Source: an optimization exercise on an open RTL-to-GDS flow (aim: small area and a short achievable clock period). Production flows keep margins and buffers that such runs may drop. Function was not checked in any run shown here: the RTL went through the layout flow alone. No activity file was given, so power comes from the tool's default toggle rates.

[design/flow/design.v]
module echo_train_gen #(
  parameter int N_ECHO  = 5,
  parameter int DW      = 10,
  parameter int CNT_W   = 16,
  parameter int PERIOD  = 200,
  parameter int NOISE_W = 4
) (
  input  logic                          clk,
  input  logic                          reset,
  input  logic                          start,
  input  logic                          stop,
  input  logic                          mode,
  input  logic                          noise_en,
  input  logic [8*(N_ECHO+1)-1:0]       amp_i,
  input  logic [CNT_W*(N_ECHO+1)-1:0]   delay_i,
  output logic [DW-1:0]                 sum_o,
  output logic [7:0]                    start_o,
  output logic                          busy,
  output logic                          frame_o
);
  localparam int NP = N_ECHO + 1;
  logic             run_q;
  logic             last_q;
  logic             first_q;
  logic [7:0]       cnt_q;
  logic [15:0]      lfsr_q;
  logic [DW-1:0]    sum_q;
  logic [7:0]       st_q;
  logic             frame_q;
  logic [7:0]       amp_q [NP];
  logic [8:0]       pos_q [NP];
  logic [7:0]       sb_q  [NP];
  logic [7:0]       h1_q  [NP];
  logic [7:0]       h2_q  [NP];
  logic             hc_q  [NP];
  logic [10:0]      y1_q, y2_q, y3_q;
  logic [7:0]       p0_q;
  logic go, ld;
  assign go = run_q && !stop;
  assign ld = !run_q || last_q;
  logic [7:0] sb_d [NP];
  for (genvar k = 0; k < NP; k++) begin : g_shape
    logic [8:0] u;
    logic       win;
    logic [7:0] s4;
    assign u = pos_q[k];
    assign win = (u[8:4] == 5'd0 && u[3:0] <= 4'd11) || (u[8:2] == 7'h7F);
    localparam logic [127:0] SHAPE4 = 128'h230e0502050e23477cb9ebffebb97c47;
    assign s4 = SHAPE4[8*u[3:0] +: 8];
    assign sb_d[k] = win ? s4 : 8'd0;
  end
  logic [7:0] h1_d [NP];
  logic [7:0] h2_d [NP];
  logic       hc_d [NP];
  for (genvar k = 0; k < NP; k++) begin : g_mul
    etg_mul u_mul (.a(amp_q[k]), .s(sb_q[k]), .h1(h1_d[k]), .h2(h2_d[k]), .hc(hc_d[k]));
  end
  logic [10:0] y1_d, y2_d, y3_d;
  etg_sum u_sum (
    .h1({h1_q[5], h1_q[4], h1_q[3], h1_q[2], h1_q[1], h1_q[0]}),
    .h2({h2_q[5], h2_q[4], h2_q[3], h2_q[2], h2_q[1], h2_q[0]}),
    .hc({hc_q[5], hc_q[4], hc_q[3], hc_q[2], hc_q[1], hc_q[0]}),
    .y1(y1_d), .y2(y2_d), .y3(y3_d));
  logic       v0 [NP];    
  logic       z0_q [NP];  
  logic [2:0] v1 [NP];    
  logic [3:0] v2 [NP];    
  for (genvar k = 0; k < NP; k++) begin : g_early
    logic [7:0]  a;
    logic [10:0] a5;
    logic [11:0] a14;
    logic        d0, d1, d2;
    assign a   = amp_q[k];
    assign a5  = 11'(a) + {1'b0, a, 2'b00};
    assign a14 = {a, 4'b0000} - {3'b000, a, 1'b0};
    logic        hi1;
    assign hi1 = &pos_q[k][8:2];
    assign d0  = hi1 &&  pos_q[k][1] &&  pos_q[k][0];
    assign d1  = hi1 &&  pos_q[k][1] && !pos_q[k][0];
    assign d2  = hi1 && !pos_q[k][1] &&  pos_q[k][0];
    assign v0[k] = z0_q[k] && a[7];
    assign v1[k] = d1 ? {2'b00, a[7]} : d0 ? a5[10:8] : 3'd0;
    assign v2[k] = d2 ? {3'b000, a[7]} : d1 ? {1'b0, a5[10:8]} : d0 ? a14[11:8] : 4'd0;
  end
  logic [2:0] x0;
  logic [4:0] x0n;
  logic s1, c1, s2, c2, s3, c3, s4, c4;
  assign s1 = v0[0] ^ v0[1] ^ v0[2];
  assign c1 = (v0[0] & v0[1]) | (v0[2] & (v0[0] ^ v0[1]));
  assign s2 = v0[3] ^ v0[4] ^ v0[5];
  assign c2 = (v0[3] & v0[4]) | (v0[5] & (v0[3] ^ v0[4]));
  assign s3 = s1 ^ s2 ^ lfsr_q[0];
  assign c3 = (s1 & s2) | (lfsr_q[0] & (s1 ^ s2));
  assign s4 = c1 ^ c2 ^ lfsr_q[1];
  assign c4 = (c1 & c2) | (lfsr_q[1] & (c1 ^ c2));
  assign x0  = {1'b0, c1, s1} + {1'b0, c2, s2};
  assign x0n = {1'b0, lfsr_q[3:2], s4, s3} + {1'b0, c4, c3, 1'b0};
  logic [10:0]   xs, xns;
  logic [DW-1:0] xsat, xnsat;
  assign xs    = y1_q + y2_q + y3_q;
  assign xns   = y1_q + y2_q + y3_q + 11'(lfsr_q[3:0]);
  assign xsat  = first_q ? 10'(x0)  : xs[10]  ? 10'd1023 : xs[9:0];
  assign xnsat = first_q ? 10'(x0n) : xns[10] ? 10'd1023 : xns[9:0];
  always_ff @(posedge clk or posedge reset) begin
    if (reset) begin
      run_q   <= 1'b0;
      lfsr_q  <= 16'hACE1;
      sum_q   <= '0;
      st_q    <= '0;
      frame_q <= 1'b0;
    end else begin
      run_q   <= run_q ? !(stop || (last_q && !mode)) : (start && !stop);
      if (run_q) lfsr_q <= {lfsr_q[0] ^ lfsr_q[2] ^ lfsr_q[3] ^ lfsr_q[5], lfsr_q[15:1]};
      sum_q   <= go ? (noise_en ? xnsat : xsat) : 10'd0;
      st_q    <= go ? (first_q ? {7'd0, v0[0]} : p0_q) : 8'd0;
      frame_q <= go && last_q;
    end
  end
  always_ff @(posedge clk) begin
    cnt_q   <= ld ? 8'd0 : cnt_q + 8'd1;
    last_q  <= run_q && cnt_q == 8'(PERIOD - 2);
    first_q <= ld;
    for (int k = 0; k < NP; k++) begin
      if (ld) begin
        amp_q[k] <= amp_i[8*k +: 8];
        z0_q[k]  <= delay_i[CNT_W*k +: CNT_W] == 16'd0;
        pos_q[k] <= (delay_i[CNT_W*k+8 +: 8] != 8'd0) ? 9'h100 : {1'b1, ~delay_i[CNT_W*k +: 8]};
      end else begin
        pos_q[k] <= pos_q[k] + 9'd1;
      end
      sb_q[k] <= sb_d[k];
    end
    if (first_q) begin
      y1_q <= 11'(v1[0]) + 11'(v1[1]);
      y2_q <= 11'(v1[2]) + 11'(v1[3]);
      y3_q <= 11'(v1[4]) + 11'(v1[5]);
      p0_q <= {5'd0, v1[0]};
      for (int k = 0; k < NP; k++) begin
        h1_q[k] <= {4'd0, v2[k]};
        h2_q[k] <= 8'd0;
        hc_q[k] <= 1'b0;
      end
    end else begin
      y1_q <= y1_d;
      y2_q <= y2_d;
      y3_q <= y3_d;
      p0_q <= h1_q[0] + h2_q[0] + {7'd0, hc_q[0]};
      for (int k = 0; k < NP; k++) begin
        h1_q[k] <= h1_d[k];
        h2_q[k] <= h2_d[k];
        hc_q[k] <= hc_d[k];
      end
    end
  end
  assign sum_o   = sum_q;
  assign start_o = st_q;
  assign frame_o = frame_q;
  assign busy    = run_q;
endmodule
module etg_mul (input logic [7:0] a, input logic [7:0] s, output logic [7:0] h1, output logic [7:0] h2, output logic hc);
  logic t1, t2, t3, t4, t5, t6, t7, t8, t9, t10, t11, t12, t13, t14, t15, t16;
  logic t17, t18, t19, t20, t21, t22, t23, t24, t25, t26, t27, t28, t29, t30, t31, t32;
  logic t33, t34, t35, t36, t37, t38, t39, t40, t41, t42, t43, t44, t45, t46, t47, t48;
  logic t49, t50, t51, t52, t53, t54, t55, t56, t57, t58, t59, t60, t61, t62, t63, t64;
  logic t65, t66, t67, t68, t69, t70, t71, t72, t73, t74, t75, t76, t77, t78, t79, t80;
  logic t81, t82, t83, t84;
  assign t1 = (a[0] & s[6]) ^ (a[1] & s[5]);
  assign t2 = (a[0] & s[6]) & (a[1] & s[5]);
  assign t3 = (a[0] & s[7]) ^ (a[1] & s[6]) ^ (a[2] & s[5]);
  assign t4 = ((a[0] & s[7]) & (a[1] & s[6])) | ((a[2] & s[5]) & ((a[0] & s[7]) ^ (a[1] & s[6])));
  assign t5 = (a[3] & s[4]) ^ (a[4] & s[3]);
  assign t6 = (a[3] & s[4]) & (a[4] & s[3]);
  assign t7 = (a[1] & s[7]) ^ (a[2] & s[6]) ^ (a[3] & s[5]);
  assign t8 = ((a[1] & s[7]) & (a[2] & s[6])) | ((a[3] & s[5]) & ((a[1] & s[7]) ^ (a[2] & s[6])));
  assign t9 = (a[4] & s[4]) ^ (a[5] & s[3]);
  assign t10 = (a[4] & s[4]) & (a[5] & s[3]);
  assign t11 = (a[2] & s[7]) ^ (a[3] & s[6]) ^ (a[4] & s[5]);
  assign t12 = ((a[2] & s[7]) & (a[3] & s[6])) | ((a[4] & s[5]) & ((a[2] & s[7]) ^ (a[3] & s[6])));
  assign t13 = (a[0] & s[4]) ^ (a[1] & s[3]);
  assign t14 = (a[0] & s[4]) & (a[1] & s[3]);
  assign t15 = (a[0] & s[5]) ^ (a[1] & s[4]) ^ (a[2] & s[3]);
  assign t16 = ((a[0] & s[5]) & (a[1] & s[4])) | ((a[2] & s[3]) & ((a[0] & s[5]) ^ (a[1] & s[4])));
  assign t17 = (a[3] & s[2]) ^ (a[4] & s[1]);
  assign t18 = (a[3] & s[2]) & (a[4] & s[1]);
  assign t19 = t1 ^ (a[2] & s[4]) ^ (a[3] & s[3]);
  assign t20 = (t1 & (a[2] & s[4])) | ((a[3] & s[3]) & (t1 ^ (a[2] & s[4])));
  assign t21 = (a[4] & s[2]) ^ (a[5] & s[1]) ^ (a[6] & s[0]);
  assign t22 = ((a[4] & s[2]) & (a[5] & s[1])) | ((a[6] & s[0]) & ((a[4] & s[2]) ^ (a[5] & s[1])));
  assign t23 = t2 ^ t3 ^ t5;
  assign t24 = (t2 & t3) | (t5 & (t2 ^ t3));
  assign t25 = (a[5] & s[2]) ^ (a[6] & s[1]) ^ (a[7] & s[0]);
  assign t26 = ((a[5] & s[2]) & (a[6] & s[1])) | ((a[7] & s[0]) & ((a[5] & s[2]) ^ (a[6] & s[1])));
  assign t27 = t4 ^ t6 ^ t7;
  assign t28 = (t4 & t6) | (t7 & (t4 ^ t6));
  assign t29 = t9 ^ (a[6] & s[2]) ^ (a[7] & s[1]);
  assign t30 = (t9 & (a[6] & s[2])) | ((a[7] & s[1]) & (t9 ^ (a[6] & s[2])));
  assign t31 = t8 ^ t10 ^ t11;
  assign t32 = (t8 & t10) | (t11 & (t8 ^ t10));
  assign t33 = (a[5] & s[4]) ^ (a[6] & s[3]) ^ (a[7] & s[2]);
  assign t34 = ((a[5] & s[4]) & (a[6] & s[3])) | ((a[7] & s[2]) & ((a[5] & s[4]) ^ (a[6] & s[3])));
  assign t35 = t12 ^ (a[3] & s[7]) ^ (a[4] & s[6]);
  assign t36 = (t12 & (a[3] & s[7])) | ((a[4] & s[6]) & (t12 ^ (a[3] & s[7])));
  assign t37 = (a[5] & s[5]) ^ (a[6] & s[4]) ^ (a[7] & s[3]);
  assign t38 = ((a[5] & s[5]) & (a[6] & s[4])) | ((a[7] & s[3]) & ((a[5] & s[5]) ^ (a[6] & s[4])));
  assign t39 = (a[4] & s[7]) ^ (a[5] & s[6]) ^ (a[6] & s[5]);
  assign t40 = ((a[4] & s[7]) & (a[5] & s[6])) | ((a[6] & s[5]) & ((a[4] & s[7]) ^ (a[5] & s[6])));
  assign t41 = (a[0] & s[3]) ^ (a[1] & s[2]);
  assign t42 = (a[0] & s[3]) & (a[1] & s[2]);
  assign t43 = t13 ^ (a[2] & s[2]) ^ (a[3] & s[1]);
  assign t44 = (t13 & (a[2] & s[2])) | ((a[3] & s[1]) & (t13 ^ (a[2] & s[2])));
  assign t45 = t14 ^ t15 ^ t17;
  assign t46 = (t14 & t15) | (t17 & (t14 ^ t15));
  assign t47 = t16 ^ t18 ^ t19;
  assign t48 = (t16 & t18) | (t19 & (t16 ^ t18));
  assign t49 = t20 ^ t22 ^ t23;
  assign t50 = (t20 & t22) | (t23 & (t20 ^ t22));
  assign t51 = t24 ^ t26 ^ t27;
  assign t52 = (t24 & t26) | (t27 & (t24 ^ t26));
  assign t53 = t28 ^ t30 ^ t31;
  assign t54 = (t28 & t30) | (t31 & (t28 ^ t30));
  assign t55 = t32 ^ t34 ^ t35;
  assign t56 = (t32 & t34) | (t35 & (t32 ^ t34));
  assign t57 = t36 ^ t38 ^ t39;
  assign t58 = (t36 & t38) | (t39 & (t36 ^ t38));
  assign t59 = t40 ^ (a[5] & s[7]) ^ (a[6] & s[6]);
  assign t60 = (t40 & (a[5] & s[7])) | ((a[6] & s[6]) & (t40 ^ (a[5] & s[7])));
  assign t61 = (a[0] & s[2]) ^ (a[1] & s[1]);
  assign t62 = (a[0] & s[2]) & (a[1] & s[1]);
  assign t63 = t41 ^ (a[2] & s[1]) ^ (a[3] & s[0]);
  assign t64 = (t41 & (a[2] & s[1])) | ((a[3] & s[0]) & (t41 ^ (a[2] & s[1])));
  assign t65 = t42 ^ t43 ^ (a[4] & s[0]);
  assign t66 = (t42 & t43) | ((a[4] & s[0]) & (t42 ^ t43));
  assign t67 = t44 ^ t45 ^ (a[5] & s[0]);
  assign t68 = (t44 & t45) | ((a[5] & s[0]) & (t44 ^ t45));
  assign t69 = t46 ^ t47 ^ t21;
  assign t70 = (t46 & t47) | (t21 & (t46 ^ t47));
  assign t71 = t48 ^ t49 ^ t25;
  assign t72 = (t48 & t49) | (t25 & (t48 ^ t49));
  assign t73 = t50 ^ t51 ^ t29;
  assign t74 = (t50 & t51) | (t29 & (t50 ^ t51));
  assign t75 = t52 ^ t53 ^ t33;
  assign t76 = (t52 & t53) | (t33 & (t52 ^ t53));
  assign t77 = t54 ^ t55 ^ t37;
  assign t78 = (t54 & t55) | (t37 & (t54 ^ t55));
  assign t79 = t56 ^ t57 ^ (a[7] & s[4]);
  assign t80 = (t56 & t57) | ((a[7] & s[4]) & (t56 ^ t57));
  assign t81 = t58 ^ t59 ^ (a[7] & s[5]);
  assign t82 = (t58 & t59) | ((a[7] & s[5]) & (t58 ^ t59));
  assign t83 = t60 ^ (a[6] & s[7]) ^ (a[7] & s[6]);
  assign t84 = (t60 & (a[6] & s[7])) | ((a[7] & s[6]) & (t60 ^ (a[6] & s[7])));
  logic [15:0] r1;
  assign r1 = {1'b0, t84, t82, t80, t78, t76, t74, t72, t70, t68, t66, t64, t62, t61, (a[0] & s[1]), (a[0] & s[0])};
  logic [15:0] r2;
  assign r2 = {1'b0, (a[7] & s[7]), t83, t81, t79, t77, t75, t73, t71, t69, t67, t65, t63, (a[2] & s[0]), (a[1] & s[0]), 1'b0};
  logic [8:0] lo;
  assign lo = {1'b0, r1[7:0]} + {1'b0, r2[7:0]};
  assign hc = lo[8];
  assign h1 = r1[15:8];
  assign h2 = r2[15:8];
endmodule
module etg_sum (input logic [47:0] h1, input logic [47:0] h2, input logic [5:0] hc, output logic [10:0] y1, output logic [10:0] y2, output logic [10:0] y3);
  logic t1, t2, t3, t4, t5, t6, t7, t8, t9, t10, t11, t12, t13, t14, t15, t16;
  logic t17, t18, t19, t20, t21, t22, t23, t24, t25, t26, t27, t28, t29, t30, t31, t32;
  logic t33, t34, t35, t36, t37, t38, t39, t40, t41, t42, t43, t44, t45, t46, t47, t48;
  logic t49, t50, t51, t52, t53, t54, t55, t56, t57, t58, t59, t60, t61, t62, t63, t64;
  logic t65, t66, t67, t68, t69, t70, t71, t72, t73, t74, t75, t76, t77, t78, t79, t80;
  logic t81, t82, t83, t84, t85, t86, t87, t88, t89, t90, t91, t92, t93, t94, t95, t96;
  logic t97, t98, t99, t100, t101, t102, t103, t104, t105, t106, t107, t108, t109, t110, t111, t112;
  logic t113, t114, t115, t116, t117, t118, t119, t120, t121, t122, t123, t124, t125, t126, t127, t128;
  logic t129, t130, t131, t132, t133, t134, t135, t136, t137, t138, t139, t140, t141, t142, t143, t144;
  logic t145, t146, t147, t148, t149, t150, t151, t152, t153, t154, t155, t156, t157, t158, t159, t160;
  logic t161, t162, t163, t164, t165, t166, t167, t168;
  assign t1 = h1[0] ^ h2[0] ^ hc[0];
  assign t2 = (h1[0] & h2[0]) | (hc[0] & (h1[0] ^ h2[0]));
  assign t3 = h1[8] ^ h2[8] ^ hc[1];
  assign t4 = (h1[8] & h2[8]) | (hc[1] & (h1[8] ^ h2[8]));
  assign t5 = h1[16] ^ h2[16];
  assign t6 = h1[16] & h2[16];
  assign t7 = h1[1] ^ h2[1] ^ h1[9];
  assign t8 = (h1[1] & h2[1]) | (h1[9] & (h1[1] ^ h2[1]));
  assign t9 = t1 ^ t3 ^ t5;
  assign t10 = (t1 & t3) | (t5 & (t1 ^ t3));
  assign t11 = hc[2] ^ h1[24] ^ h2[24];
  assign t12 = (hc[2] & h1[24]) | (h2[24] & (hc[2] ^ h1[24]));
  assign t13 = t2 ^ t4 ^ t6;
  assign t14 = (t2 & t4) | (t6 & (t2 ^ t4));
  assign t15 = t7 ^ h2[9] ^ h1[17];
  assign t16 = (t7 & h2[9]) | (h1[17] & (t7 ^ h2[9]));
  assign t17 = h2[17] ^ h1[25] ^ h2[25];
  assign t18 = (h2[17] & h1[25]) | (h2[25] & (h2[17] ^ h1[25]));
  assign t19 = t8 ^ h1[2] ^ h2[2];
  assign t20 = (t8 & h1[2]) | (h2[2] & (t8 ^ h1[2]));
  assign t21 = h1[10] ^ h2[10] ^ h1[18];
  assign t22 = (h1[10] & h2[10]) | (h1[18] & (h1[10] ^ h2[10]));
  assign t23 = h2[18] ^ h1[26] ^ h2[26];
  assign t24 = (h2[18] & h1[26]) | (h2[26] & (h2[18] ^ h1[26]));
  assign t25 = h1[34] ^ h2[34];
  assign t26 = h1[34] & h2[34];
  assign t27 = h1[3] ^ h2[3] ^ h1[11];
  assign t28 = (h1[3] & h2[3]) | (h1[11] & (h1[3] ^ h2[3]));
  assign t29 = h2[11] ^ h1[19] ^ h2[19];
  assign t30 = (h2[11] & h1[19]) | (h2[19] & (h2[11] ^ h1[19]));
  assign t31 = h1[27] ^ h2[27] ^ h1[35];
  assign t32 = (h1[27] & h2[27]) | (h1[35] & (h1[27] ^ h2[27]));
  assign t33 = h2[35] ^ h1[43];
  assign t34 = h2[35] & h1[43];
  assign t35 = h1[4] ^ h2[4] ^ h1[12];
  assign t36 = (h1[4] & h2[4]) | (h1[12] & (h1[4] ^ h2[4]));
  assign t37 = h2[12] ^ h1[20] ^ h2[20];
  assign t38 = (h2[12] & h1[20]) | (h2[20] & (h2[12] ^ h1[20]));
  assign t39 = h1[28] ^ h2[28] ^ h1[36];
  assign t40 = (h1[28] & h2[28]) | (h1[36] & (h1[28] ^ h2[28]));
  assign t41 = h2[36] ^ h1[44];
  assign t42 = h2[36] & h1[44];
  assign t43 = h1[5] ^ h2[5] ^ h1[13];
  assign t44 = (h1[5] & h2[5]) | (h1[13] & (h1[5] ^ h2[5]));
  assign t45 = h2[13] ^ h1[21] ^ h2[21];
  assign t46 = (h2[13] & h1[21]) | (h2[21] & (h2[13] ^ h1[21]));
  assign t47 = h1[29] ^ h2[29] ^ h1[37];
  assign t48 = (h1[29] & h2[29]) | (h1[37] & (h1[29] ^ h2[29]));
  assign t49 = h2[37] ^ h1[45];
  assign t50 = h2[37] & h1[45];
  assign t51 = h1[6] ^ h2[6] ^ h1[14];
  assign t52 = (h1[6] & h2[6]) | (h1[14] & (h1[6] ^ h2[6]));
  assign t53 = h2[14] ^ h1[22] ^ h2[22];
  assign t54 = (h2[14] & h1[22]) | (h2[22] & (h2[14] ^ h1[22]));
  assign t55 = h1[30] ^ h2[30] ^ h1[38];
  assign t56 = (h1[30] & h2[30]) | (h1[38] & (h1[30] ^ h2[30]));
  assign t57 = h2[38] ^ h1[46];
  assign t58 = h2[38] & h1[46];
  assign t59 = h1[7] ^ h2[7] ^ h1[15];
  assign t60 = (h1[7] & h2[7]) | (h1[15] & (h1[7] ^ h2[7]));
  assign t61 = h2[15] ^ h1[23] ^ h2[23];
  assign t62 = (h2[15] & h1[23]) | (h2[23] & (h2[15] ^ h1[23]));
  assign t63 = h1[31] ^ h2[31] ^ h1[39];
  assign t64 = (h1[31] & h2[31]) | (h1[39] & (h1[31] ^ h2[31]));
  assign t65 = h2[39] ^ h1[47];
  assign t66 = h2[39] & h1[47];
  assign t67 = t9 ^ t11 ^ hc[3];
  assign t68 = (t9 & t11) | (hc[3] & (t9 ^ t11));
  assign t69 = h1[32] ^ h2[32];
  assign t70 = h1[32] & h2[32];
  assign t71 = t10 ^ t12 ^ t13;
  assign t72 = (t10 & t12) | (t13 & (t10 ^ t12));
  assign t73 = t15 ^ t17 ^ h1[33];
  assign t74 = (t15 & t17) | (h1[33] & (t15 ^ t17));
  assign t75 = h2[33] ^ h1[41];
  assign t76 = h2[33] & h1[41];
  assign t77 = t14 ^ t16 ^ t18;
  assign t78 = (t14 & t16) | (t18 & (t14 ^ t16));
  assign t79 = t19 ^ t21 ^ t23;
  assign t80 = (t19 & t21) | (t23 & (t19 ^ t21));
  assign t81 = t25 ^ h1[42] ^ h2[42];
  assign t82 = (t25 & h1[42]) | (h2[42] & (t25 ^ h1[42]));
  assign t83 = t20 ^ t22 ^ t24;
  assign t84 = (t20 & t22) | (t24 & (t20 ^ t22));
  assign t85 = t26 ^ t27 ^ t29;
  assign t86 = (t26 & t27) | (t29 & (t26 ^ t27));
  assign t87 = t31 ^ t33 ^ h2[43];
  assign t88 = (t31 & t33) | (h2[43] & (t31 ^ t33));
  assign t89 = t28 ^ t30 ^ t32;
  assign t90 = (t28 & t30) | (t32 & (t28 ^ t30));
  assign t91 = t34 ^ t35 ^ t37;
  assign t92 = (t34 & t35) | (t37 & (t34 ^ t35));
  assign t93 = t39 ^ t41 ^ h2[44];
  assign t94 = (t39 & t41) | (h2[44] & (t39 ^ t41));
  assign t95 = t36 ^ t38 ^ t40;
  assign t96 = (t36 & t38) | (t40 & (t36 ^ t38));
  assign t97 = t42 ^ t43 ^ t45;
  assign t98 = (t42 & t43) | (t45 & (t42 ^ t43));
  assign t99 = t47 ^ t49 ^ h2[45];
  assign t100 = (t47 & t49) | (h2[45] & (t47 ^ t49));
  assign t101 = t44 ^ t46 ^ t48;
  assign t102 = (t44 & t46) | (t48 & (t44 ^ t46));
  assign t103 = t50 ^ t51 ^ t53;
  assign t104 = (t50 & t51) | (t53 & (t50 ^ t51));
  assign t105 = t55 ^ t57 ^ h2[46];
  assign t106 = (t55 & t57) | (h2[46] & (t55 ^ t57));
  assign t107 = t52 ^ t54 ^ t56;
  assign t108 = (t52 & t54) | (t56 & (t52 ^ t54));
  assign t109 = t58 ^ t59 ^ t61;
  assign t110 = (t58 & t59) | (t61 & (t58 ^ t59));
  assign t111 = t63 ^ t65 ^ h2[47];
  assign t112 = (t63 & t65) | (h2[47] & (t63 ^ t65));
  assign t113 = t60 ^ t62;
  assign t114 = t60 & t62;
  assign t115 = t67 ^ t69 ^ hc[4];
  assign t116 = (t67 & t69) | (hc[4] & (t67 ^ t69));
  assign t117 = t68 ^ t70 ^ t71;
  assign t118 = (t68 & t70) | (t71 & (t68 ^ t70));
  assign t119 = t73 ^ t75;
  assign t120 = t73 & t75;
  assign t121 = t72 ^ t74 ^ t76;
  assign t122 = (t72 & t74) | (t76 & (t72 ^ t74));
  assign t123 = t77 ^ t79 ^ t81;
  assign t124 = (t77 & t79) | (t81 & (t77 ^ t79));
  assign t125 = t78 ^ t80 ^ t82;
  assign t126 = (t78 & t80) | (t82 & (t78 ^ t80));
  assign t127 = t83 ^ t85 ^ t87;
  assign t128 = (t83 & t85) | (t87 & (t83 ^ t85));
  assign t129 = t84 ^ t86 ^ t88;
  assign t130 = (t84 & t86) | (t88 & (t84 ^ t86));
  assign t131 = t89 ^ t91 ^ t93;
  assign t132 = (t89 & t91) | (t93 & (t89 ^ t91));
  assign t133 = t90 ^ t92 ^ t94;
  assign t134 = (t90 & t92) | (t94 & (t90 ^ t92));
  assign t135 = t95 ^ t97 ^ t99;
  assign t136 = (t95 & t97) | (t99 & (t95 ^ t97));
  assign t137 = t96 ^ t98 ^ t100;
  assign t138 = (t96 & t98) | (t100 & (t96 ^ t98));
  assign t139 = t101 ^ t103 ^ t105;
  assign t140 = (t101 & t103) | (t105 & (t101 ^ t103));
  assign t141 = t102 ^ t104 ^ t106;
  assign t142 = (t102 & t104) | (t106 & (t102 ^ t104));
  assign t143 = t107 ^ t109 ^ t111;
  assign t144 = (t107 & t109) | (t111 & (t107 ^ t109));
  assign t145 = t108 ^ t110 ^ t112;
  assign t146 = (t108 & t110) | (t112 & (t108 ^ t110));
  assign t147 = t113 ^ t64 ^ t66;
  assign t148 = (t113 & t64) | (t66 & (t113 ^ t64));
  assign t149 = t115 ^ h1[40];
  assign t150 = t115 & h1[40];
  assign t151 = t116 ^ t117 ^ t119;
  assign t152 = (t116 & t117) | (t119 & (t116 ^ t117));
  assign t153 = t118 ^ t120 ^ t121;
  assign t154 = (t118 & t120) | (t121 & (t118 ^ t120));
  assign t155 = t122 ^ t124 ^ t125;
  assign t156 = (t122 & t124) | (t125 & (t122 ^ t124));
  assign t157 = t126 ^ t128 ^ t129;
  assign t158 = (t126 & t128) | (t129 & (t126 ^ t128));
  assign t159 = t130 ^ t132 ^ t133;
  assign t160 = (t130 & t132) | (t133 & (t130 ^ t132));
  assign t161 = t134 ^ t136 ^ t137;
  assign t162 = (t134 & t136) | (t137 & (t134 ^ t136));
  assign t163 = t138 ^ t140 ^ t141;
  assign t164 = (t138 & t140) | (t141 & (t138 ^ t140));
  assign t165 = t142 ^ t144 ^ t145;
  assign t166 = (t142 & t144) | (t145 & (t142 ^ t144));
  assign t167 = t146 ^ t148;
  assign t168 = t146 & t148;
  logic [10:0] r1;
  assign r1 = {t168, t166, t164, t162, t160, t158, t156, t154, t152, t150, t149};
  logic [10:0] r2;
  assign r2 = {1'b0, t167, t165, t163, t161, t159, t157, t155, t153, t151, h2[40]};
  logic [10:0] r3;
  assign r3 = {1'b0, t114, t147, t143, t139, t135, t131, t127, t123, h2[41], hc[5]};
  assign y1 = r1;
  assign y2 = r2;
  assign y3 = r3;
endmodule
[design/flow/flow/run.sh]
#!/bin/bash
set -euo pipefail
MARGIN=${MARGIN:-7}
sed "s/SETUP_SLACK_MARGIN=[0-9.]*/SETUP_SLACK_MARGIN=$MARGIN/" standard.sh > standard_margin.sh
bash standard_margin.sh > standard.log 2>&1
[design/flow/standard.sh]
#!/bin/bash
# synth_recipe.tcl (not shown) runs the flow's synth.tcl, then flattens the netlist and writes it again
# the make line also repeats each setting of config.mk as NAME=value (left out here)
make -C /OpenROAD-flow-scripts/flow DESIGN_CONFIG=/design/flow/config.mk WORK_HOME=/design/flow/orfs CLKGATE_MAP_FILE= SYNTH_SCRIPT=/design/flow/synth_recipe.tcl "${@:-finish}"
[design/flow/config.mk]
export PLATFORM = sky130hd
export DESIGN_NAME = echo_train_gen
export DESIGN_NICKNAME = echo_train_gen
export VERILOG_FILES = /design/flow/design.v
export SDC_FILE = /design/flow/constraint.sdc
export NUM_CORES = 4
export LEC_CHECK = 0
export CAP_MARGIN = 20
export CORE_MARGIN = 2
export CORE_UTILIZATION = 40
export SETUP_SLACK_MARGIN = 5
export SLEW_MARGIN = 20
[design/flow/constraint.sdc]
create_clock -name core_clock -period 10.5 [get_ports {clk}]
set_input_delay 2.1000 -clock core_clock [delete_from_list [all_inputs] [get_ports {clk}]]
set_output_delay 2.1000 -clock core_clock [all_outputs]
set_load 0.01 [all_outputs]
==> results of run 1 <==
-- synthesized netlist by cell type (37+ instances only) --
| cell | number | area (um^2) |
|---|---|---|
| a21oi_1 | 91 | 455 |
| and2_1 | 232 | 1450 |
| clkbuf_1 | 75 | 282 |
| dfxtp_1 | 237 | 4740 |
| edfxtp_1 | 54 | 1620 |
| fa_1 | 293 | 5870 |
| ha_1 | 213 | 2670 |
| inv_1 | 404 | 1520 |
| nand2_1 | 268 | 1010 |
| nor2_1 | 178 | 668 |
| nor2b_1 | 39 | 244 |
| nor3_1 | 44 | 220 |
| o21ai_0 | 74 | 370 |
| or3_1 | 37 | 231 |
| xnor2_1 | 51 | 447 |
-- cell families (layout without fill, tap and decap cells) --
kind of cell / count (synthesis) / count (layout) / share of synthesized area [%]
simple gates: 950 / 950 / 18.5
flops: 327 / 327 / 28.1
fa+ha+maj: 506 / 506 / 32.9
xor+xnor: 85 / 85 / 2.97
mux: 47 / 47 / 2.22
compound gates: 327 / 327 / 8.07
buf+inv: 493 / 723 / 7.19
-- final cells by class --
type	count	area, um^2	area share [%]
Tap cell	855	1070	3.50
Inverter	405	1520	4.98
Multi-Input combinational cell	1915	17100	55.9
Sequential cell	327	7290	23.9
Timing Repair Buffer	246	2250	7.38
Clock buffer	55	1190	3.89
Clock inverter	17	151	0.495
-- timing repair --
item	4_1_cts	5_1_grt
setup endpoints to repair	32	21
endpoints found under the hold margin	0	0
setup buffers	39	32
pin swaps	6	44
gates resized for setup	38	52
hold buffers	0	0
-- how the worst max path moves through the flow --
stage                               start                  to  slack [ns]
global route        amp_q[1][1]$_DFFE_PN_  hc_q[1]$_SDFF_PP0_        6.93
CTS                 h2_q[0][0]$_SDFF_PP0_     y2_q[1]$_DFF_P_        7.00
global placement                 noise_en  sum_q[4]$_DFF_PP0_        6.53
floorplan           amp_q[0][2]$_DFFE_PN_  hc_q[0]$_SDFF_PP0_        7.01
detailed placement               noise_en  sum_q[4]$_DFF_PP0_        6.51
finish              amp_q[1][1]$_DFFE_PN_  hc_q[1]$_SDFF_PP0_        7.06
-- flip-flops by register name, summed over array words and instances, names as in the netlist --
signal,flops
h1_q,42
y2_q,9
y3_q,8
cnt_q,8
sb_q,48
run_q,1
first_q,1
amp_q,48
y1_q,10
h2_q,42
st_q,8
p0_q,8
pos_q,54
lfsr_q,16
z0_q,6
sum_q,10
last_q,1
frame_q,1
hc_q,6
-- report_power, final --
part           internal [mW]  switching (mW)  leakage, nW
Combinational          0.226           0.213         10.1
Sequential              1.35          0.0780         2.92
Clock                  0.825           0.571        0.662
Total                   2.40           0.862         13.7
-- stage by stage --
stage | hold WS (ns) | setup WS [ns] | util [%]
6_report | 0.462 | 7.06 | 47.6
2_1_floorplan | 0.413 | 7.01 | -
3_3_place_gp | 0.439 | 6.53 | 44.2
5_1_grt | 0.486 | 6.93 | 47.6
4_1_cts | 0.471 | 7.00 | 46.8
3_5_place_dp | 0.457 | 6.51 | 44.2
-- layer usage --
metal | part of all wire (%) | vias to the layer above | track usage, % | wire length (um)
met1 | 46 | 9345 | 24.2 | 27700
met4 | 1.8 | 0 | 4.08 | 1090
met2 | 49 | 284 | 32.3 | 30000
met5 | 0 | - | 0 | 0
li1 | - | 9262 | - | -
met3 | 3.3 | 66 | 2.52 | 2000
==> impl_metrics.json, run 1 <==
{
  "final_cell_mix": "inv_1, fa_1, nand2_1, dfxtp_1, and2_1",
  "ant_nets": 0,
  "crit_buf_inv": 3,
  "reg2reg_from": "amp_q[1][1]$_DFFE_PN_",
  "min_period_ns": 3.44,
  "finalNetCount": 3590,
  "cts_max_level": 2,
  "path_clk_slew_ns": 0.06,
  "finalMaxSlewViolations": 0,
  "r2r_cells": 11,
  "critPathSlowestCell": "fa_1",
  "worst_slew_pin_slew_ns": 0.795,
  "grt_max_degree": 68,
  "overflow": 0,
  "worstSetupPathType": "flop to flop",
  "placed_cells": 3677,
  "final.setup.tns_ns": 0,
  "ir_worst_vdd_v": 0.0000825,
  "synth_edf_count": 54,
  "antenna_found_initial": 1,
  "n_fill_cell": 6074,
  "drv_cap": 0,
  "hold_path.class": "flop to flop",
  "dieArea_um2": 66800,
  "max-clock-path-buffers": 3,
  "num_vias": 19000,
  "fp-row-count": 93,
  "fmax_mhz": 291,
  "synthesis.area_um2": 25900,
  "cp_common_cell": "fa_1",
  "worstReg2RegEnd": "hc_q[1]$_SDFF_PP0_",
  "initial_core_util_pct": 40.3,
  "reg2reg_slack_ns": 7.06,
  "cts_root_buffer": "clkbuf_16",
  "cp_max_fo": 4,
  "worstSetupPathDepth": 11,
  "die_x_um": 259,
  "postLayoutCellArea_um2": 30600,
  "hold_viol": 0,
  "crit_path_max_incr_delay_ns": 0.50,
  "synth.distinct_cells": 76,
  "fin_skew_ns": 0.0184,
  "drt-total-wl_um": 60800,
  "cp-start-kind": "flop",
  "crit_path_end_kind": "flop",
  "dpl-instance-area_um2": 28400,
  "layout-drive-gt1-share_pct": 8.90,
  "core_area_um2": 64200,
  "vias_per_cell": 4.96,
  "synth-seq-area-share_pct": 28.1,
  "io_pins": 170,
  "ys_ff_latch": 327,
  "wl_per_cell_um": 15.9,
  "cts_tree": "yes",
  "drc": 0,
  "grt_pass1_wl_um": 100000,
  "cts_buffers": 39,
  "rsz0062_at_grt": "true",
  "hp-start": "cnt_q[0]$_SDFF_PN0_",
  "die_y_um": 259,
  "finalSetupViolCount": 0,
  "hold_depth": 1,
  "grt.total_usage_pct": 18.4,
  "firstDrtPassIters": 4,
  "powerDensity_nw_per_um2": 107,
  "layout_commonest_cell": "inv_1",
  "place_congestion": 0.849,
  "status": "finished clean",
  "cp_cell_sequence": "buf_6, and2_4, fa_1, inv_1, fa_1, inv_2, fa_1, fa_1, ha_2, a2111oi_4, nor3_1",
  "drt_iter0_drc": 940,
  "synth_fp_nets": 3391,
  "diodes": 0,
  "crit_arrival_ns": 3.88,
  "worstSkewPairLatency_ns": 0.57,
  "crit_family": "adder cells",
  "relSlewSlack_pct": 47.0,
  "grt_pass1_vias": 19900,
  "async_flop_share_pct": 11.0,
  "avgSynthCellArea_um2": 9.47,
  "hold-path-endpoint": "cnt_q[0]$_SDFF_PN0_",
  "synth_cells": 2735,
  "p_leak_nw": 13.7,
  "ys.warnings.count": 26,
  "instances_no_fill": 3820,
  "period_share_pct": 32.8,
  "portBuffers": 169,
  "syn_to_final_growth_pct": 18.0,
  "fin_total_pwr_mw": 3.26,
  "yosys_most_used_dff": "dfxtp_1",
  "clock-sinks": 327,
  "hpwl_um": 46400,
  "required_ns": 10.94
}
==> run 2, diff against run 1 <==
==> design/flow/flow/run.sh (replaced) <==
#!/bin/bash
set -euo pipefail
MARGIN=${MARGIN:-7.5}
sed "s/SETUP_SLACK_MARGIN=[0-9.]*/SETUP_SLACK_MARGIN=$MARGIN/" standard.sh > standard_margin.sh
bash standard_margin.sh > standard.log 2>&1
==> run 2 against run 1 <==
  * Largest cell class unchanged
  * Critical endpoint unchanged
  * Largest power group unchanged
  * Setup slack improved by 0.034 ns
  * Cell count increased by 1.9%
  * Register-to-register slack improved by 0.03 ns
  * Clock-buffer cell count decreased by 5
==> impl_metrics.json, run 2 <==
{
  "num_vias": 19400,
  "fin_total_pwr_mw": 3.26,
  "clockPowerShare_pct": 41.0,
  "path_clk_slew_ns": 0.06,
  "firstDrtPassIters": 5,
  "largest_reg_flops": 54,
  "layout_commonest_cell": "inv_1",
  "synth_largest_area_cell": "fa_1",
  "portBuffers": 169,
  "final.setup.tns_ns": 0,
  "period_share_pct": 32.4,
  "synth.area.top_cells": "fa_1, dfxtp_1, ha_1",
  "synth_edf_count": 54,
  "ys.warnings.count": 26,
  "cts_buffers": 39,
  "initial_core_util_pct": 40.3,
  "synth.distinct_cells": 76,
  "core_area_um2": 64200,
  "cp-startpoint": "amp_q[1][0]$_DFFE_PN_",
  "crit_buf_inv": 2,
  "critPathSlowestCell": "fa_1",
  "synth_fp_nets": 3391,
  "postLayoutCellArea_um2": 31800,
  "crit_arrival_ns": 3.82,
  "status": "finished clean",
  "finalNetCount": 3661,
  "drt_iter0_drc": 860,
  "vias_per_cell": 4.99,
  "ir_worst_vdd_v": 0.0000936,
  "reg2reg_from": "amp_q[1][0]$_DFFE_PN_",
  "finalSetupViolCount": 0,
  "grt_max_degree": 73,
  "cts_max_level": 2,
  "drt-total-wl_um": 63200,
  "grt.total_usage_pct": 19.0,
  "cp-start-kind": "flop",
  "max-clock-path-buffers": 3,
  "place_congestion": 0.847,
  "hold_depth": 1,
  "rsz0062_at_grt": "true",
  "antenna_found_initial": 0,
  "overflow": 0,
  "ys_top_cells_by_count": "inv_1, fa_1, nand2_1",
  "crit_path_max_incr_delay_ns": 0.54,
  "cp_cell_sequence": "and2_1, ha_4, fa_1, inv_1, fa_1, inv_1, fa_1, ha_4, nand2_1, nor2_1, a2111oi_4, nor3_2",
  "avgSynthCellArea_um2": 9.47,
  "cts_hold_buffers": 0,
  "syn_to_final_growth_pct": 22.6,
  "wl_per_cell_um": 16.2,
  "fin_util_pct": 49.5,
  "combinationalPowerShare_pct": 15.4,
  "final_cell_mix": "inv_1, nand2_1, fa_1, dfxtp_1, and2_1",
  "synthesis.area_um2": 25900,
  "clock-sinks": 327,
  "yosysMostFrequentCell": "inv_1",
  "powerDensity_nw_per_um2": 103,
  "layout-drive-gt1-share_pct": 17.5,
  "min_period_ns": 3.41,
  "required_ns": 10.92,
  "largest_register": "pos_q",
  "drc": 0,
  "synth-seq-area-share_pct": 28.1,
  "dpl-instance-area_um2": 28600,
  "finalMaxSlewViolations": 0,
  "cp_max_fo": 3,
  "r2r_cells": 12,
  "top_regs": "pos_q: 54 flops, amp_q: 48 flops, sb_q: 48 flops",
  "diodes": 0,
  "ys_ff_latch": 327,
  "worst_slew_pin_slew_ns": 0.833,
  "p_leak_nw": 14.0,
  "hold_slack_ns": 0.442,
  "hpwl_um": 46700,
  "power_frac_seq_pct": 43.6,
  "synth_cells": 2735,
  "fmax_mhz": 294,
  "grt_pass1_wl_um": 103000,
  "worstSkewPairLatency_ns": 0.56,
  "cts_tree": "yes",
  "worstSetupPathType": "flop to flop",
  "power.switching_uw": 885,
  "cp_common_cell": "fa_1",
  "crit_family": "adder cells",
  "cts_root_buffer": "clkbuf_16",
  "die_x_um": 259,
  "crit_path_end_kind": "flop",
  "fp-row-count": 93,
  "hold_viol": 0,
  "io_pins": 170,
  "p_sw_share_pct": 27.2,
  "worstSetupPathDepth": 12,
  "drv_cap": 0,
  "async_flop_share_pct": 11.0,
  "hp-start": "p0_q[7]$_SDFF_PP0_",
  "yosys_most_used_dff": "dfxtp_1",
  "dieArea_um2": 66800,
  "synth_top_area_share_pct": 22.6,
  "grt_pass1_vias": 20600,
  "hold_path.class": "flop to flop",
  "die_y_um": 259,
  "fin_skew_ns": 0.0188,
  "relSlewSlack_pct": 44.5,
  "ant_nets": 0,
  "p_int_mw": 2.37
}
## run 2: cell counts after synthesis
No cell type changed its count.
## run 2: layer usage
| layer | track usage, % | vias to the layer above | wire, um |
|---|---|---|---|
| li1 | - | 9418 | - |
| met1 | 23.7 | 9557 | 27600 |
| met2 | 33.3 | 349 | 31400 |
| met3 | 2.81 | 94 | 2410 |
| met4 | 6.49 | 0 | 1810 |
| met5 | 0 | - | 0 |
## run 2: worst register-to-register path: stages, from the launching register on
cell	delay [ns]
edfxtp_1	0.48
and2_1	0.23
ha_4	0.22
fa_1	0.48
inv_1	0.05
fa_1	0.48
inv_1	0.05
fa_1	0.54
ha_4	0.22
nand2_1	0.06
nor2_1	0.05
a2111oi_4	0.30
nor3_2	0.10
## run 2: worst paths after layout
kind,to,slack (ns)
setup / recovery,hc_q[1]$_SDFF_PP0_,7.09
hold reg to reg,st_q[7]$_DFF_PP0_,0.44
min in group asynchronous,st_q[6]$_DFF_PP0_,1.93
setup reg to reg,hc_q[1]$_SDFF_PP0_,7.09
hold / removal,st_q[7]$_DFF_PP0_,0.44
max in group asynchronous,lfsr_q[13]$_DFFE_PP1P_,8.21
## run 2: stage by stage
stage / cells / setup slack (ns)
floorplan: 2735 / 7.20
global placement: 3676 / 6.66
detailed placement: 3676 / 6.65
CTS: 3857 / 7.04
global route: 3891 / 6.98
finish: 3891 / 7.09
## run 2: what timing repair did
item                                   4_1_cts  5_1_grt
pin swaps                                   72       77
setup endpoints to repair                  140      146
buffers inserted                           109       34
gates resized for setup                    201      133
gates cloned                                 0        0
endpoints found under the hold margin        0        0
## run 2: logic make-up (layout without fill, tap and decap cells)
logic type / after synthesis / in the layout / share of synthesized area (%)
AND/OR/NAND/NOR: 950 / 950 / 18.5
flip-flops: 327 / 327 / 28.1
XOR/XNOR: 85 / 85 / 2.97
buffers and inverters: 493 / 794 / 7.19
adder cells (fa/ha/maj): 506 / 506 / 32.9
AO/OA/AOI/OAI: 327 / 327 / 8.07
multiplexers: 47 / 47 / 2.22
## run 2: layout make-up
cell class | instances | area (um^2)
sequential | 327 | 7300
timing repair buffer | 317 | 2820
clock inverter | 22 | 173
inverter | 405 | 1530
clock buffer | 50 | 1090
tap | 855 | 1070
fill | 5884 | 32500
multi-input combinational | 1915 | 17800
## run 2: power by group through the flow
| stage | Clock (mW) | Combinational, mW | Sequential, mW |
|---|---|---|---|
| floorplan | 0 | 0.283 | 1.42 |
| global placement | 0 | 0.370 | 1.47 |
| detailed placement | 0 | 0.384 | 1.47 |
| CTS | 1.38 | 0.472 | 1.42 |
| global route | 1.43 | 0.552 | 1.43 |
| finish | 1.34 | 0.502 | 1.42 |
==> run 3, diff against run 2 <==
==> design/flow/flow/run.sh (replaced) <==
#!/bin/bash
set -euo pipefail
MARGIN=${MARGIN:-7}
PORTBUF=${PORTBUF:-sky130_fd_sc_hd__buf_1}
sed -e "s/SETUP_SLACK_MARGIN=[0-9.]*/SETUP_SLACK_MARGIN=$MARGIN/" \
    -e "s/\"\${@:-finish}\"/BUFFER_PORTS_ARGS='-buffer_cell $PORTBUF' \"\${@:-finish}\"/" \
    standard.sh > standard_flow.sh
bash standard_flow.sh > standard.log 2>&1
==> run 3 against run 2 <==
  * Non-clock buffer count decreased by 65
  * Hold slack worse by 0.0036 ns
  * Sequential power barely moved
  * First-iteration DRC count grew 4.0%
  * Critical endpoint is now hc_q[5]$_SDFF_PP0_
  * Highest routed layer unchanged
  * Power is 0.42% lower
  * Flip-flop and latch count unchanged
  * Via count down 1.9%
  * Global-route usage down 0.61 points
  * Critical path type unchanged
  * Die area is the same
  * Clock power is 6% higher
  * Still clean on timing, DRC and antenna
==> impl_metrics.json, run 3 <==
{
  "finalMaxSlewViolations": 0,
  "clock-sinks": 327,
  "async_flop_share_pct": 11.0,
  "layout-drive-gt1-share_pct": 8.91,
  "largest_register": "pos_q",
  "cts_buffers": 40,
  "drc": 0,
  "num_vias": 19000,
  "largest_reg_flops": 54,
  "synth-seq-area-share_pct": 28.1,
  "final-seq-area_um2": 7290,
  "rsz0062_at_grt": "true",
  "fmax_mhz": 292,
  "place_congestion": 0.845,
  "powerDensity_nw_per_um2": 110,
  "final_cell_mix": "inv_1, fa_1, nand2_1, dfxtp_1, and2_1",
  "worstSkewPairLatency_ns": 0.57,
  "worst_slew_pin_slew_ns": 0.817,
  "yosys_most_used_dff": "dfxtp_1",
  "multi_input_area_um2": 17100,
  "layout_commonest_cell": "inv_1",
  "drv_cap": 0,
  "max-clock-path-buffers": 3,
  "p_leak_nw": 13.2,
  "grt.total_usage_pct": 18.3,
  "vias_per_cell": 4.97,
  "cp_cell_sequence": "and2_1, fa_1, fa_1, fa_1, fa_1, ha_1, a2111oi_2, nor3_1",
  "portBuffers": 169,
  "avgSynthCellArea_um2": 9.47,
  "syn_to_final_growth_pct": 14.1,
  "period_share_pct": 32.6,
  "ys_ff_latch": 327,
  "critPathSlowestCell": "fa_1",
  "synth_edf_count": 54,
  "synth_largest_area_cell": "fa_1",
  "final.setup.tns_ns": 0,
  "synth_fp_nets": 3391,
  "hold_viol": 0,
  "cp_max_fo": 6,
  "hpwl_um": 46100,
  "cts_root_buffer": "clkbuf_16",
  "finalNetCount": 3597,
  "cts_tree": "yes",
  "ir_worst_vdd_v": 0.000111,
  "ys.warnings.count": 26,
  "required_ns": 10.92,
  "overflow": 0,
  "io_pins": 170,
  "die_x_um": 259,
  "path_clk_slew_ns": 0.06,
  "cp_common_cell": "fa_1",
  "n_fill_cell": 6179,
  "yosysMostFrequentCell": "inv_1",
  "crit_path_end_kind": "flop",
  "cp-start-kind": "flop",
  "crit_arrival_ns": 3.85,
  "top_regs": "pos_q: 54 flops, amp_q: 48 flops, sb_q: 48 flops",
  "crit_path_max_incr_delay_ns": 0.54,
  "antenna_found_initial": 0,
  "die_y_um": 259,
  "min_period_ns": 3.42,
  "crit_buf_inv": 0,
  "grt_pass1_vias": 19800,
  "grt_pass1_wl_um": 100000,
  "core_area_um2": 64200,
  "cts_max_level": 2,
  "cts_hold_buffers": 0,
  "synth.distinct_cells": 76,
  "synth_top_area_share_pct": 22.6,
  "worstSetupPathType": "flop to flop",
  "synth.area.top_cells": "fa_1, dfxtp_1, ha_1",
  "synthesis.area_um2": 25900,
  "synth_cells": 2735,
  "crit_family": "adder cells",
  "dieArea_um2": 66800,
  "ant_nets": 0,
  "relSlewSlack_pct": 45.5,
  "hold_slack_ns": 0.439,
  "fin_skew_ns": 0.0175,
  "diodes": 0,
  "hold_path.class": "flop to flop",
  "status": "finished clean",
  "wl_per_cell_um": 15.8,
  "ys_top_cells_by_count": "inv_1, fa_1, nand2_1",
  "drt-total-wl_um": 60600,
  "fin_util_pct": 46.0,
  "grt_max_degree": 74,
  "initial_core_util_pct": 40.3,
  "firstDrtPassIters": 5,
  "drt_iter0_drc": 894,
  "finalSetupViolCount": 0,
  "fp-row-count": 93
}
## run 3: cell counts after synthesis
Identical to the previous run, type by type.
## run 3: final cells by class
class / count / share of cell area (%)
flip-flops and latches: 327 / 24.7
repair buffers: 252 / 4.25
clock inverters: 23 / 0.592
well taps: 855 / 3.62
clock buffers: 51 / 4.06
multi-input cells: 1915 / 57.7
inverters: 405 / 5.15
## run 3: power breakdown
part           switching, mW  internal [mW]  total [mW]
Sequential            0.0815           1.35        1.43
Combinational          0.207          0.190       0.397
Clock                  0.578          0.842        1.42
## run 3: stage by stage
| stage | instances | power (mW) | setup slack (ns) | cell area, um^2 |
|---|---|---|---|---|
| CTS | 3778 | 3.25 | 7.00 | 28900 |
| floorplan | 2735 | 1.69 | 7.01 | 25900 |
| detailed placement | 3677 | 1.80 | 6.78 | 27300 |
| global route | 3828 | 3.39 | 6.94 | 29600 |
| finish | 3828 | 3.24 | 7.08 | 29600 |
| global placement | 3677 | 1.79 | 6.84 | 27300 |
## run 3: worst register-to-register path: stages, from the launching register on
cell,delay [ns]
edfxtp_1,0.46
and2_1,0.21
fa_1,0.47
fa_1,0.54
fa_1,0.44
fa_1,0.47
ha_1,0.24
a2111oi_2,0.36
nor3_1,0.08
## run 3: logic make-up (layout without fill, tap and decap cells)
group	Yosys count	in the layout	share of synthesized area, %
and+or+nand+nor	950	950	18.5
DFF	327	327	28.1
AOI/OAI and AO/OA	327	327	8.07
buffers and inverters	493	731	7.19
xor gates and xnor gates	85	85	2.97
muxes	47	47	2.22
adders and majority gates	506	506	32.9
## run 3: path summary, 6_finish.rpt
kind | start | endpoint | slack (ns) | depth (start not counted)
min in group asynchronous | reset | sum_q[9]$_DFF_PP0_ | 1.60 | 3
max reg2reg | amp_q[5][1]$_DFFE_PN_ | hc_q[5]$_SDFF_PP0_ | 7.08 | 8
min | p0_q[5]$_SDFF_PP0_ | st_q[5]$_DFF_PP0_ | 0.44 | 1
max | amp_q[5][1]$_DFFE_PN_ | hc_q[5]$_SDFF_PP0_ | 7.08 | 8
max in group asynchronous | reset | lfsr_q[15]$_DFFE_PP1P_ | 8.55 | 3
min reg2reg | p0_q[5]$_SDFF_PP0_ | st_q[5]$_DFF_PP0_ | 0.44 | 1
## run 3: what timing repair did
action | in CTS | in global routing
setup buffers | 27 | 50
pin swaps | 1 | 22
gates resized for setup | 12 | 47
setup endpoints to repair | 7 | 21
gates cloned | 0 | 0
## run 3: per-layer routing
metal | wire (um) | vias to the layer above | track usage [%]
li1 | - | 9265 | -
met1 | 27400 | 9376 | 24.2
met2 | 29800 | 327 | 31.7
met3 | 2170 | 73 | 2.32
met4 | 1160 | 0 | 4.96
met5 | 0 | - | 0
==> run 4, diff against run 3 <==
--- a/design/flow/config.mk
+++ b/design/flow/config.mk
@@ -9,3 +9,4 @@
 export CORE_MARGIN = 2
-export CORE_UTILIZATION = 40
+export CORE_UTILIZATION = 50
+export CTS_BUF_LIST = sky130_fd_sc_hd__clkbuf_4 sky130_fd_sc_hd__clkbuf_8
 export SETUP_SLACK_MARGIN = 5
==> run 4 against run 3 <==
  * Flip-flop and latch count did not move
  * Hold slack improved by 0.0042 ns
  * Largest power group unchanged
  * First-iteration DRC count rose by 6.8%
  * Cell area fell by 1.1%
  * Register-to-register slack got worse by 0.03 ns
  * Via count fell by 0.68%
  * Clock power fell by 7%
  * Critical path depth rose by 3
==> impl_metrics.json, run 4 <==
{
  "worstSkewPairLatency_ns": 0.65,
  "crit_buf_inv": 3,
  "cp-startpoint": "amp_q[1][0]$_DFFE_PN_",
  "relSlewSlack_pct": 42.9,
  "drv_cap": 0,
  "reg2reg_from": "amp_q[1][0]$_DFFE_PN_",
  "multi_input_area_um2": 17000,
  "grt_max_degree": 85,
  "synth.distinct_cells": 76,
  "final_cell_mix": "inv_1, fa_1, nand2_1, dfxtp_1, and2_1",
  "period_share_pct": 32.9,
  "wl_per_cell_um": 16.1,
  "worst_slew_pin_slew_ns": 0.849,
  "initial_core_util_pct": 50.5,
  "vias_per_cell": 5.15,
  "grt_pass1_wl_um": 97800,
  "synthesis.area_um2": 25900,
  "io_pins": 170,
  "ys.warnings.count": 26,
  "cts_tree": "yes",
  "drt_iter0_drc": 955,
  "cp_cell_sequence": "buf_6, and2_4, fa_1, inv_1, fa_1, inv_2, fa_1, fa_1, ha_2, a2111oi_4, nor3_2",
  "die_x_um": 232,
  "finalSetupViolCount": 0,
  "hp-start": "p0_q[2]$_DFF_P_",
  "clock-sinks": 327,
  "async_flop_share_pct": 11.0,
  "overflow": 0,
  "hold_slack_ns": 0.443,
  "ys_top_cells_by_count": "inv_1, fa_1, nand2_1",
  "hpwl_um": 44800,
  "synth_largest_area_cell": "fa_1",
  "fin_skew_ns": 0.0256,
  "crit_path_max_incr_delay_ns": 0.49,
  "yosysMostFrequentCell": "inv_1",
  "synth_fp_nets": 3391,
  "synth_cells": 2735,
  "portBuffers": 169,
  "fin_util_pct": 57.0,
  "ir_worst_vdd_v": 0.000110,
  "max-clock-path-buffers": 3,
  "synth_top_area_share_pct": 22.6,
  "cts_hold_buffers": 0,
  "cts_root_buffer": "clkbuf_8",
  "place_congestion": 0.870,
  "cts_buffers": 58,
  "worstSetupPathType": "flop to flop",
  "cp_max_fo": 3,
  "hold_viol": 0,
  "layout_commonest_cell": "inv_1",
  "crit_family": "adder cells",
  "grt.total_usage_pct": 22.7,
  "p_leak_nw": 13.2,
  "required_ns": 11.00,
  "syn_to_final_growth_pct": 12.8,
  "die_y_um": 232,
  "synth_edf_count": 54,
  "fp-row-count": 83,
  "finalMaxSlewViolations": 0,
  "ys_ff_latch": 327,
  "cp_common_cell": "fa_1",
  "drc": 0,
  "powerDensity_nw_per_um2": 107,
  "crit_arrival_ns": 3.95,
  "diodes": 0,
  "largest_register": "pos_q",
  "final.setup.tns_ns": 0,
  "cts_max_level": 2,
  "num_vias": 18900,
  "core_area_um2": 51300,
  "synth-seq-area-share_pct": 28.1,
  "layout-drive-gt1-share_pct": 9.78,
  "n_fill_cell": 4621,
  "avgSynthCellArea_um2": 9.47,
  "instances_no_fill": 3675,
  "largest_reg_flops": 54,
  "cp-start-kind": "flop",
  "path_clk_slew_ns": 0.06,
  "drt-total-wl_um": 59300,
  "antenna_found_initial": 0,
  "fmax_mhz": 290,
  "min_period_ns": 3.45,
  "crit_path_end_kind": "flop",
  "rsz0062_at_grt": "true",
  "status": "finished clean",
  "dieArea_um2": 53700,
  "finalNetCount": 3604,
  "synth.area.top_cells": "fa_1, dfxtp_1, ha_1",
  "hold_path.class": "flop to flop",
  "critPathSlowestCell": "fa_1",
  "firstDrtPassIters": 5,
  "grt_pass1_vias": 19500,
  "final-seq-area_um2": 7290,
  "placed_cells": 3502,
  "top_regs": "pos_q: 54 flops, amp_q: 48 flops, sb_q: 48 flops",
  "yosys_most_used_dff": "dfxtp_1",
  "ant_nets": 0
}
==> run 4: cell types whose count changed in the layout (fill, tap and decap cells not counted), moves of 3 or more <==
cell,before,now
bufinv_16,1,4
inv_4,4,1
clkbuf_16,46,0
buf_4,83,68
ha_2,1,5
clkbuf_4,0,12
clkbuf_8,3,74
clkinv_2,7,12
ha_4,6,3
inv_6,4,0
==> run 4: metal layers <==
layer	vias to the layer above	track usage, %	part of all wire [%]
li1	9291	-	-
met1	9235	29.8	45
met5	-	0	0
met2	292	38.9	48
met4	0	6.73	2.8
met3	94	3.40	3.4
==> run 4: layout make-up <==
type,count,area share [%]
clock buffers,86,3.79
clock inverters,21,0.723
inverters,405,5.21
multi-input cells,1915,58.3
flip-flops and latches,327,24.9
well taps,680,2.91
repair buffers,241,4.18
==> run 4: timing repair <==
action                                  CTS  global route
buffers inserted                         29            36
pin swaps                                 1            23
resized for setup                        10            56
gates cloned                              1             0
endpoints found under the setup margin    7            18
==> run 4: kinds of logic after synthesis <==
| group | after synthesis | share of synthesized area [%] |
|---|---|---|
| DFF | 327 | 28.1 |
| adders and majority gates | 506 | 32.9 |
| xor gates and xnor gates | 85 | 2.97 |
| and+or+nand+nor | 950 | 18.5 |
| muxes | 47 | 2.22 |
| AOI/OAI and AO/OA | 327 | 8.07 |
| buffers and inverters | 493 | 7.19 |
==> run 4: path summary, 6_finish.rpt <==
kind                                          end  slack (ns)  cells after the start
setup / recovery               hc_q[1]$_SDFF_PP0_        7.05                     11
setup reg to reg               hc_q[1]$_SDFF_PP0_        7.05                     11
hold / removal                  st_q[2]$_DFF_PP0_        0.44                      1
min in group asynchronous   lfsr_q[9]$_DFFE_PP0P_        1.51                      3
hold reg to reg                 st_q[2]$_DFF_PP0_        0.44                      1
max in group asynchronous  lfsr_q[13]$_DFFE_PP1P_        8.67                      3
==> run 4: power breakdown <==
group          switching (mW)  internal (mW)
logic                   0.204          0.185
clock network           0.547          0.775
registers              0.0821           1.35
==> run 4: through the flow <==
| stage | power [mW] | instance area (um^2) | setup WS, ns |
|---|---|---|---|
| detailed placement | 1.80 | 27100 | 6.80 |
| floorplan | 1.69 | 25900 | 7.01 |
| global route | 3.30 | 29200 | 6.91 |
| finish | 3.14 | 29200 | 7.05 |
| CTS | 3.16 | 28700 | 6.99 |
| global placement | 1.79 | 27100 | 6.86 |

## static timing again, ports no longer ideal
The results above use ideal ports. As a check the final layouts listed here were re-extracted and re-timed, cells and wires unchanged.
Step 1, drivers: a clkbuf_16 drives clk and a buf_2 each remaining input, both assumed.
Step 2 adds t to the input delays and takes it off the output delays; t is the mean of the earliest and latest rising clock arrival at the registers after step 1. Input paths then give back, and output paths get back, about the clock's delay inside the block.
Slacks: no drivers / after step 1 / after step 2; pairs: no drivers / after step 1.
| run | shift t [ns] | setup WS [ns] | worst setup path after step 2 | clock arrival spread, ns | worst register clock-pin slew, ns |
|---|---|---|---|---|---|
| run 1 | 0.619 | 7.060 / 7.029 / 6.755 | input to register | 0.020 / 0.020 | 0.06 / 0.06 |
| run 2 | 0.617 | 7.094 / 7.094 / 6.898 | input to register | 0.021 / 0.020 | 0.06 / 0.06 |
| run 3 | 0.624 | 7.076 / 7.044 / 6.699 | input to register | 0.018 / 0.018 | 0.06 / 0.06 |
| run 4 | 0.692 | 7.048 / 7.041 / 6.738 | input to register | 0.031 / 0.031 | 0.07 / 0.07 |
After both steps every run listed still meets setup and hold. The setup slack of run 3, which loses most, moves by -0.032 ns with the drivers and by -0.377 ns with both steps.
